Context: an optimization exercise on an open-source flow, tuned for small area and a short achievable clock period. The choices shown serve that exercise and are no tape-out recipe.
Only simulation tests tie the RTL to the original design; equivalence was not proved.

==> flow/design.v <==
module mdu_hilo #(
  parameter int MULT_CYCLES = 5,
  parameter int DIV_CYCLES  = 10
) (
  input  logic        clk,
  input  logic        reset,
  input  logic [3:0]  MDU_op,
  input  logic        start,
  input  logic        Req,
  input  logic [31:0] E_V1_f,
  input  logic [31:0] E_V2_f,
  output logic        busy,
  output logic [31:0] MDU_out
);
  localparam logic [3:0] OP_MULT  = 4'd1;
  localparam logic [3:0] OP_MULTU = 4'd2;
  localparam logic [3:0] OP_DIV   = 4'd3;
  localparam logic [3:0] OP_DIVU  = 4'd4;
  localparam logic [3:0] OP_MFHI  = 4'd5;
  localparam logic [3:0] OP_MFLO  = 4'd6;
  localparam logic [3:0] OP_MTHI  = 4'd7;
  localparam logic [3:0] OP_MTLO  = 4'd8;
  typedef enum logic {IDLE, BUSY} state_t;
  state_t      state_q, state_d;
  logic [3:0]  cnt_q, cnt_d;
  logic        busy_q, busy_d;
  logic        commit_q, commit_d;
  logic [31:0] hi_q, hi_d;
  logic [31:0] lo_q, lo_d;
  logic [31:0] temp_hi_q, temp_hi_d;
  logic [31:0] temp_lo_q, temp_lo_d;
  logic        acc;
  logic [63:0] op_a_ext, op_b_ext, product;
  logic        a_neg, b_neg;
  logic [31:0] a_mag, b_mag, q_mag, r_mag, quot, rem;
  always_comb begin
    op_a_ext = {{32{(MDU_op == OP_MULT) & E_V1_f[31]}}, E_V1_f};
    op_b_ext = {{32{(MDU_op == OP_MULT) & E_V2_f[31]}}, E_V2_f};
    product  = op_a_ext * op_b_ext;
  end
  always_comb begin
    a_neg = (MDU_op == OP_DIV) & E_V1_f[31];
    b_neg = (MDU_op == OP_DIV) & E_V2_f[31];
    a_mag = a_neg ? (32'd0 - E_V1_f) : E_V1_f;
    b_mag = b_neg ? (32'd0 - E_V2_f) : E_V2_f;
    q_mag = (b_mag == 32'd0) ? 32'd0 : (a_mag / b_mag);
    r_mag = (b_mag == 32'd0) ? 32'd0 : (a_mag % b_mag);
    quot  = (a_neg ^ b_neg) ? (32'd0 - q_mag) : q_mag;
    rem   = a_neg ? (32'd0 - r_mag) : r_mag;
  end
  assign acc = start & ~Req & (state_q == IDLE);
  always_comb begin
    state_d   = state_q;
    cnt_d     = cnt_q;
    busy_d    = busy_q;
    commit_d  = commit_q;
    hi_d      = hi_q;
    lo_d      = lo_q;
    temp_hi_d = temp_hi_q;
    temp_lo_d = temp_lo_q;
    case (state_q)
      IDLE: begin
        if (acc) begin
          case (MDU_op)
            OP_MULT, OP_MULTU: begin
              temp_hi_d = product[63:32];
              temp_lo_d = product[31:0];
              cnt_d     = 4'(MULT_CYCLES - 1);
              commit_d  = 1'b1;
              state_d   = BUSY;
              busy_d    = 1'b1;
            end
            OP_DIV, OP_DIVU: begin
              temp_hi_d = rem;
              temp_lo_d = quot;
              cnt_d     = 4'(DIV_CYCLES - 1);
              commit_d  = |E_V2_f;
              state_d   = BUSY;
              busy_d    = 1'b1;
            end
            OP_MTHI: hi_d = E_V1_f;
            OP_MTLO: lo_d = E_V1_f;
            default: ;
          endcase
        end
      end
      BUSY: begin
        if (cnt_q == 4'd0) begin
          state_d = IDLE;
          busy_d  = 1'b0;
          if (commit_q) begin
            hi_d = temp_hi_q;
            lo_d = temp_lo_q;
          end
        end else begin
          cnt_d = cnt_q - 4'd1;
        end
      end
      default: state_d = IDLE;
    endcase
  end
  always_ff @(posedge clk or negedge reset) begin
    if (!reset) begin
      state_q   <= IDLE;
      cnt_q     <= 4'd0;
      busy_q    <= 1'b0;
      commit_q  <= 1'b0;
      hi_q      <= 32'd0;
      lo_q      <= 32'd0;
      temp_hi_q <= 32'd0;
      temp_lo_q <= 32'd0;
    end else begin
      state_q   <= state_d;
      cnt_q     <= cnt_d;
      busy_q    <= busy_d;
      commit_q  <= commit_d;
      hi_q      <= hi_d;
      lo_q      <= lo_d;
      temp_hi_q <= temp_hi_d;
      temp_lo_q <= temp_lo_d;
    end
  end
  assign busy    = busy_q;
  assign MDU_out = (MDU_op == OP_MFHI) ? hi_q :
                   (MDU_op == OP_MFLO) ? lo_q : 32'd0;
endmodule
==> flow/run.sh <==
#!/bin/bash
# synth_recipe.tcl (not shown) runs the flow's synth.tcl, then flattens the netlist and writes it again
# the make line also repeats each setting of config.mk as NAME=value (left out here)
make -C /OpenROAD-flow-scripts/flow DESIGN_CONFIG=/design/flow/config.mk WORK_HOME=/design/flow/orfs CLKGATE_MAP_FILE= SYNTH_SCRIPT=/design/flow/synth_recipe.tcl finish
==> flow/config.mk <==
export PLATFORM = sky130hd
export DESIGN_NAME = mdu_hilo
export DESIGN_NICKNAME = mdu_hilo
export VERILOG_FILES = /design/flow/design.v
export SDC_FILE = /design/flow/constraint.sdc
export NUM_CORES = 4
export LEC_CHECK = 0
export CAP_MARGIN = 30
export CORE_MARGIN = 2
export CORE_UTILIZATION = 40
export SLEW_MARGIN = 30
==> flow/constraint.sdc <==
create_clock -name core_clock -period 105.0 [get_ports {clk}]
set_input_delay 21.0000 -clock core_clock [delete_from_list [all_inputs] [get_ports {clk}]]
set_output_delay 21.0000 -clock core_clock [all_outputs]
set_load 0.01 [all_outputs]
==> flow_metrics.env <==
export IMPL_dp_cells=13300
export IMPL_final_nets=12700
export IMPL_syn_num_nets=12200
export IMPL_drv_cap=0
export IMPL_hold_violations=0
export IMPL_tightestPinTransition_ps=1060
export IMPL_cpMaxStageDelayCell="or4_1"
export IMPL_fin_crit_sh_pct=96.6
export IMPL_htree_num_levels=4
export IMPL_root_buffer="clkbuf_16"
export IMPL_hpwl_mm=313
export IMPL_yosysTopAreaCell="fa_1"
export IMPL_finalCriticalPeriod_ps=101440
export IMPL_synthArstFlopShare_pct=100
export IMPL_maxSlewHeadroom_pct=29.0
export IMPL_worstPathArrival_ps=101740
export IMPL_crit_path_max_incr_delay_ps=680
export IMPL_vias=81700
export IMPL_synth_edf_count=0
export IMPL_synthAdderAreaFrac_pct=40.3
export IMPL_finalSetupViolCount=0
export IMPL_first_pass_iters=7
export IMPL_synth_compound_area_share_pct=19.0
export IMPL_clock_sinks=135
export IMPL_r2r_slack_ps=102130
export IMPL_synthesis_area_mm2=0.0791
export IMPL_drv_slew=0
export IMPL_grt_pass1_vias=82800
export IMPL_die_y_um=449
export IMPL_synth_cell_types=119
export IMPL_multi_input_area_mm2=0.0699
export IMPL_synthMuxAreaShare_pct=0.991
export IMPL_final_cells=13400
export IMPL_postSynthAreaPerCell_um2=7.74
export IMPL_place_congestion=1.08
export IMPL_rows=163
export IMPL_cts_tree="yes"
export IMPL_hp_class="register to register"
export IMPL_clk_path_buf_depth=2
export IMPL_die_area_mm2=0.201
export IMPL_cp_required_ps=105300
export IMPL_status="no timing/DRC/antenna violations"
export IMPL_startpoint_type="input port"
export IMPL_synthFlopType="dfrtp_1"
export IMPL_fmax_ghz=0.00986
export IMPL_cts_clk_slew_worst_paths_ps=70
export IMPL_core_area_mm2=0.197
export IMPL_regArea_mm2=0.00338
export IMPL_synth_simple_gate_area_share_pct=20.8
export IMPL_drc=0
export IMPL_synth_top_family_by_area="adder cells"
export IMPL_setup_worst_path_end_class="register"
export IMPL_synthXorXnorAreaFrac_pct=6.01
export IMPL_worst_setup_path_type="input port to register"
export IMPL_synth_seq_area_share_pct=4.27
export IMPL_syn2layout_area_growth_pct=13.6
export IMPL_fp_dieW_um=449
export IMPL_grt_use_total_pct=38.7
export IMPL_post_route_util_pct=45.6
export IMPL_routed_wirelength_mm=398
export IMPL_ys_warn_count=1
export IMPL_crit_top_cell="buf_4"
export IMPL_place_ws_ps=-3040
export IMPL_grt_pass1_wl_mm=574
export IMPL_synthCells=10200
export IMPL_pin_count=105
export IMPL_wl_per_cell_um=29.6
export IMPL_drtAntennaViolNets=0
export IMPL_synth_area_leaders="fa_1 (28%), ha_1 (12%), nand2_1 (6.9%), inv_1 (6.1%), a21oi_1 (4.4%)"
export IMPL_initial_utilization_pct=40.2
export IMPL_placement_io_buffers=104
export IMPL_viasPerCell=6.08
export IMPL_critPathMaxFanout=38
export IMPL_drive_above_1_share_pct=13.1
export IMPL_netlist_area_leader_share_pct=28.5
export IMPL_clock_latency_ps=450
export IMPL_finClkSkew_ps=17.7
export IMPL_final_setup_worst_slack_ps=3560
export IMPL_nFillCells=19900
export IMPL_post_route_cell_area_mm2=0.0899
export IMPL_cts_buffers=17
export IMPL_overflow=0
export IMPL_synth_seq_cells=135
export IMPL_antenna_found_initial=46
export IMPL_grt_max_degree=80
export IMPL_drtIter0Drc=8484
export IMPL_place_area_mm2=0.0884
## registers in the layout (all words and copies together), names as in the netlist
signal,cells
cnt_q,4
busy_q,1
state_q,1
hi_q,32
temp_lo_q,32
lo_q,32
commit_q,1
temp_hi_q,32
## cells by family after synthesis
group,Yosys count
DFF,135
and+or+nand+nor,3516
adders and majority gates,1875
xor gates and xnor gates,543
muxes,73
AOI/OAI and AO/OA,2288
buffers and inverters,1795
## synthesized netlist by cell type, drive strengths merged (76+ instances only)
| cell type | number |
|---|---|
| ha | 749 |
| clkbuf | 398 |
| xnor2 | 335 |
| nand2 | 1451 |
| or2 | 80 |
| nor3 | 195 |
| fa | 1126 |
| a31oi | 106 |
| nand3 | 191 |
| o21ai | 448 |
| buf | 110 |
| a21oi | 703 |
| dfrtp | 135 |
| xor2 | 208 |
| nor2 | 765 |
| inv | 1282 |
| nand4 | 84 |
| and2 | 280 |
| o211ai | 76 |
| a21o | 177 |
| o21a | 130 |
| nor2b | 84 |
## stage by stage
stage | hold WS [ps] | setup TNS [ps]
after floorplan | 450 | 0
after global placement | 467 | -158240
after detailed placement | 472 | -134610
after CTS | 489 | 0
after global routing | 513 | -185
final | 485 | 0
## metal layers
metal	global-route usage [%]	up-vias	wire (µm)
met5	0	-	149
met4	24.8	20	31900
met3	7.24	1140	37900
met2	59.4	4529	171000
met1	50.0	40600	157000
li1	-	35400	-
## cells in the final DEF, fill, tap and decap left out, drive strengths merged, types with 65 or more instances in the layout
cell type	instances
a211oi	71
a21o	177
a21oi	703
a31oi	106
and2	280
and3	73
buf	981
dfrtp	135
fa	1126
ha	749
inv	1291
nand2	1451
nand2b	65
nand3	191
nand4	84
nor2	765
nor2b	84
nor3	195
o211ai	76
o21a	130
o21ai	448
or2	80
or3	75
xnor2	335
xor2	208
## critical path: cells and delay by family
kind	cells	cell delay [ps]
simple gates	119	25710
mux	2	720
compound gates	152	34660
xor+xnor	1	170
buf+inv	52	9780
fa+ha+maj	31	9350
## path summary, 6_finish.rpt
path / cells past startpoint / end / from
setup reg to reg: 6 / temp_hi_q[31] / state_q
min in group asynchronous: 1 / busy_q / reset
hold reg to reg: 2 / temp_lo_q[29] / temp_lo_q[29]
max in group asynchronous: 2 / hi_q[17] / reset
hold / removal: 2 / temp_lo_q[29] / temp_lo_q[29]
setup / recovery: 357 / temp_lo_q[31] / E_V2_f[9]
## layout make-up
cell class / instances / area share [%]
antenna: 19 / 0.0529
clock buffer: 18 / 0.477
clock inverter: 14 / 0.174
inverter: 1287 / 5.37
multi-input combinational: 8295 / 77.8
sequential: 135 / 3.76
tap: 2640 / 3.67
timing repair buffer: 1024 / 8.72
## what timing repair did
item,CTS,global route
cloned,0,0
resized for setup,27,132
setup buffers,6,26
hold buffers,0,0
pin swaps,1,13
endpoints found under the setup margin,64,64

-- afterwards: timing with drivers on the ports --
No port has a modelled driver above. Below, the same layout with a new extraction and two added sets of constraints.
Step 1: set_driving_cell puts a clkbuf_16 on clk and a buf_2 on each other input, an assumption about the parent block.
Step 2 moves the port delays by t, midway between the first and last clock arrival at a register: inputs arrive t later, outputs are due t later. That takes back most of the time a late clock gives input paths.
Slacks: ideal / step 1 / step 2; pairs: ideal / step 1.
t (ns): 0.493
slack for setup (ns): 3.559 / 3.592 / 3.099
worst setup path after step 2: input to register
After both steps setup and hold are still met in this run. For this run, drivers alone change the setup slack by +0.033 ns; drivers and shift together by -0.460 ns.
